This is an optimization exercise on Yosys and OpenROAD, whose aim is small area, not a production implementation. Function was checked by simulation only, so behaviour that the tests miss may differ from the original. The clock input has no modelled driver; a real chip could not lean on it and would need a root buffer or a full tree. No activity file was given, so power comes from the tool's default toggle rates.

## tagged_message_frame_parser_top
module tagged_message_frame_parser_top (
    input  logic                  i_clk,
    input  logic                  i_rst_n,
    input  logic                  i_byte_valid,
    output logic                  i_byte_ready,
    input  logic [TAG_W-1:0]      i_byte_in_byte,
    output logic                  o_res_valid,
    input  logic                  o_res_ready,
    output logic [KIND_W-1:0]     o_res_kind,
    output logic [WORD_W-1:0]     o_res_src_id,
    output logic [WORD_W-1:0]     o_res_dest_id,
    output logic [OPC_W-1:0]      o_res_opcode,
    output logic [SIZE_W-1:0]     o_res_packet_len,
    output logic [SIZE_W-1:0]     o_res_message_len,
    output logic [TAG_W-1:0]      o_res_msg_byte,
    output logic                  o_res_last,
    output logic [ERR_W-1:0]      o_res_error_code,
    input  logic                  i_psel,
    input  logic                  i_penable,
    input  logic                  i_pwrite,
    input  logic [APB_ADDR_W-1:0] i_paddr,
    input  logic [APB_DATA_W-1:0] i_pwdata,
    output logic [APB_DATA_W-1:0] o_prdata,
    output logic                  o_pready
);
export LEC_CHECK = 0
export ABC_AREA = 1
export CAP_MARGIN = 20
export CORE_MARGIN = 2
export CORE_UTILIZATION = 40
export SLEW_MARGIN = 20
create_clock -name core_clock -period 5.0 [get_ports {i_clk}]
standard.sh (not shown) runs the stock make flow with config.mk's settings and CLKGATE_MAP_FILE= SYNTH_SCRIPT=/design/flow/synth_recipe.tcl, a recipe that flattens the netlist after the stock synthesis.
==> flow/flow/run.sh <==
#!/bin/bash
# Own layout flow: the standard ORFS flow (standard.sh) with
#  - a copy of ORFS's scripts folder whose abc_area.script is replaced by
#    flow/abc_area.script (a stronger area mapping; registers are mapped by
#    dfflibmap as before, so their names and cells are unchanged);
#  - cts.tcl in that copy builds the clock tree with flow/manual_cts.tcl
#    (a root buffer driving 8 leaf buffers, each at the centre of a balanced
#    cluster of flip-flops) instead of clock_tree_synthesis;
#  - extra ORFS settings from flow/extra.mk appended to the standard flow's config.mk
#    (port buffers use buf_1, CTS buffer list, no CTS dummy loads).
# make's output goes to flow_make.log here; ORFS writes each step's log under
# orfs/logs, copied to flow_logs/ at the end.
set -euo pipefail
W=$PWD
rm -rf "$W/orfs_scripts"
cp -r "$FLOW_HOME/scripts" "$W/orfs_scripts"
cp "$W/flow/abc_area.script" "$W/orfs_scripts/abc_area.script"
grep -q '^log_cmd clock_tree_synthesis {\*}\$cts_args$' "$W/orfs_scripts/cts.tcl"
sed -i "s#^log_cmd clock_tree_synthesis {\*}\\\$cts_args\$#source $W/flow/manual_cts.tcl; manual_cts sky130_fd_sc_hd__clkbuf_8 8 sky130_fd_sc_hd__clkbuf_8#" "$W/orfs_scripts/cts.tcl"
grep -q 'manual_cts sky130' "$W/orfs_scripts/cts.tcl"
cp config.mk own_config.mk
cat "$W/flow/extra.mk" >> own_config.mk
sed -e "s#DESIGN_CONFIG=[^ ]*#DESIGN_CONFIG=$W/own_config.mk SCRIPTS_DIR=$W/orfs_scripts#" standard.sh > own_standard.sh
status=0
bash own_standard.sh > flow_make.log 2>&1 || status=$?
cp -r orfs/logs flow_logs || true
exit $status
==> flow/flow/abc_area.script <==
strash
&get -n
&deepsyn -T 60
&dch -f
&nf -R 30
&put
topo
stime -c
==> flow/flow/extra.mk <==
export BUFFER_PORTS_ARGS = -buffer_cell sky130_fd_sc_hd__buf_1
export SKIP_REPAIR_TIE_FANOUT = 1
Other scripts of this flow, unchanged in this note and not shown: flow/flow/manual_cts.tcl
Edit:
--- a/flow/flow/extra.mk
+++ b/flow/flow/extra.mk
@@ -2,0 +3 @@
+export GPL_KEEP_OVERFLOW = 0
Settings changed: CORE_UTILIZATION 40 to 65.
The changed run completed with no timing, DRC or antenna violations.
Synthesized cell count stays the same.
Sequential cell count is unchanged.
Via count increases by about 1.6%.
Cell area decreases by about 1.4%.
Global-route usage increases by 9.7 points.
Wire length decreases by about 6%.
Die area decreases by about 37%.
Edit:
==> flow/flow/abc_area.script (replaced) <==
strash
&get -n
&deepsyn -T 60
&dch -f
&nf -R 30
&put
topo
stime -c
buffer -c
upsize -c
dnsize -c
--- a/flow/flow/extra.mk
+++ b/flow/flow/extra.mk
@@ -3 +2,0 @@
-export GPL_KEEP_OVERFLOW = 0
Settings changed: CORE_UTILIZATION 65 to 40.
After rerunning: The changed run produced a clean layout. Power came out higher slightly. Setup slack improved by 140 ps. Maximum frequency came out higher by a few percent. Critical path depth came out lower by 5. Area after synthesis came out higher by a few percent. Clock power hardly moves.
Edit:
==> flow/flow/abc_area.script (replaced) <==
strash
&get -n
&deepsyn -T 60
&dch -f
&nf -R 1000
&put
topo
stime -c
Settings changed: CORE_UTILIZATION 40 to 65.
Outcome:
- The changed run passed the timing, DRC and antenna checks
- via count went up by about 0.6%
- worst setup slack gains 50 ps
- critical path depth went down by 3
- total power went down by 0.56%
- cell count went down by about 9%
- core utilization went up by 30 points
- sequential share of layout area went up by 1.2 points
- sequential power hardly moves
- design area went down by 2.3%
Edit:
==> flow/flow/abc_area.script (replaced) <==
strash
&get -n
&deepsyn -T 60
&dch -f
&nf -R 10
&put
topo
stime -c
Result: The new run passed the timing, DRC and antenna checks; core utilization grows by 0.68 points; power increases slightly; die area came out higher slightly; register-to-register slack got worse by 90 ps; wire length rose by a few percent; final area climbs slightly; combinational power grows by a few percent.
In every run of this note, the design's own scripts or RTL, not TritonCTS, make the clock network.

==> separate check: timing with driven ports <==
The results above use ideal ports. As a check the final layouts listed here were re-extracted and re-timed, cells and wires unchanged.
Step 1 (the two cells are an assumption about what drives the block):
set clk [get_ports {i_clk}]
set_driving_cell -lib_cell sky130_fd_sc_hd__clkbuf_16 $clk
set_driving_cell -lib_cell sky130_fd_sc_hd__buf_2 [delete_from_list [all_inputs] $clk]
Step 2 moves the port delays by t, midway between the first and last clock arrival at a register: inputs arrive t later, outputs are due t later. That takes back most of the time a late clock gives input paths.
Slacks: ideal ports / drivers / drivers and shift; pairs: ideal ports / drivers.
| run | shift t [ns] | setup slack, ns | worst setup path at the end | latest minus earliest clock arrival (ns) | slew at the worst register clock pin (ns) |
|---|---|---|---|---|---|
| the first run | 0.430 | 0.343 / 0.343 / 0.343 | register to register | 0.015 / 0.015 | 0.11 / 0.11 |
| the second run | 0.421 | 0.224 / 0.224 / 0.224 | register to register | 0.018 / 0.018 | 0.11 / 0.11 |
| the third run | 0.429 | 0.360 / 0.360 / 0.360 | register to register | 0.020 / 0.020 | 0.11 / 0.11 |
| the fourth run | 0.414 | 0.410 / 0.374 / 0.412 | register to register | 0.015 / 0.014 | 0.10 / 0.10 |
| the fifth run | 0.422 | 0.317 / 0.317 / 0.317 | register to register | 0.016 / 0.016 | 0.11 / 0.11 |
After both steps setup and hold are still met in every run listed.
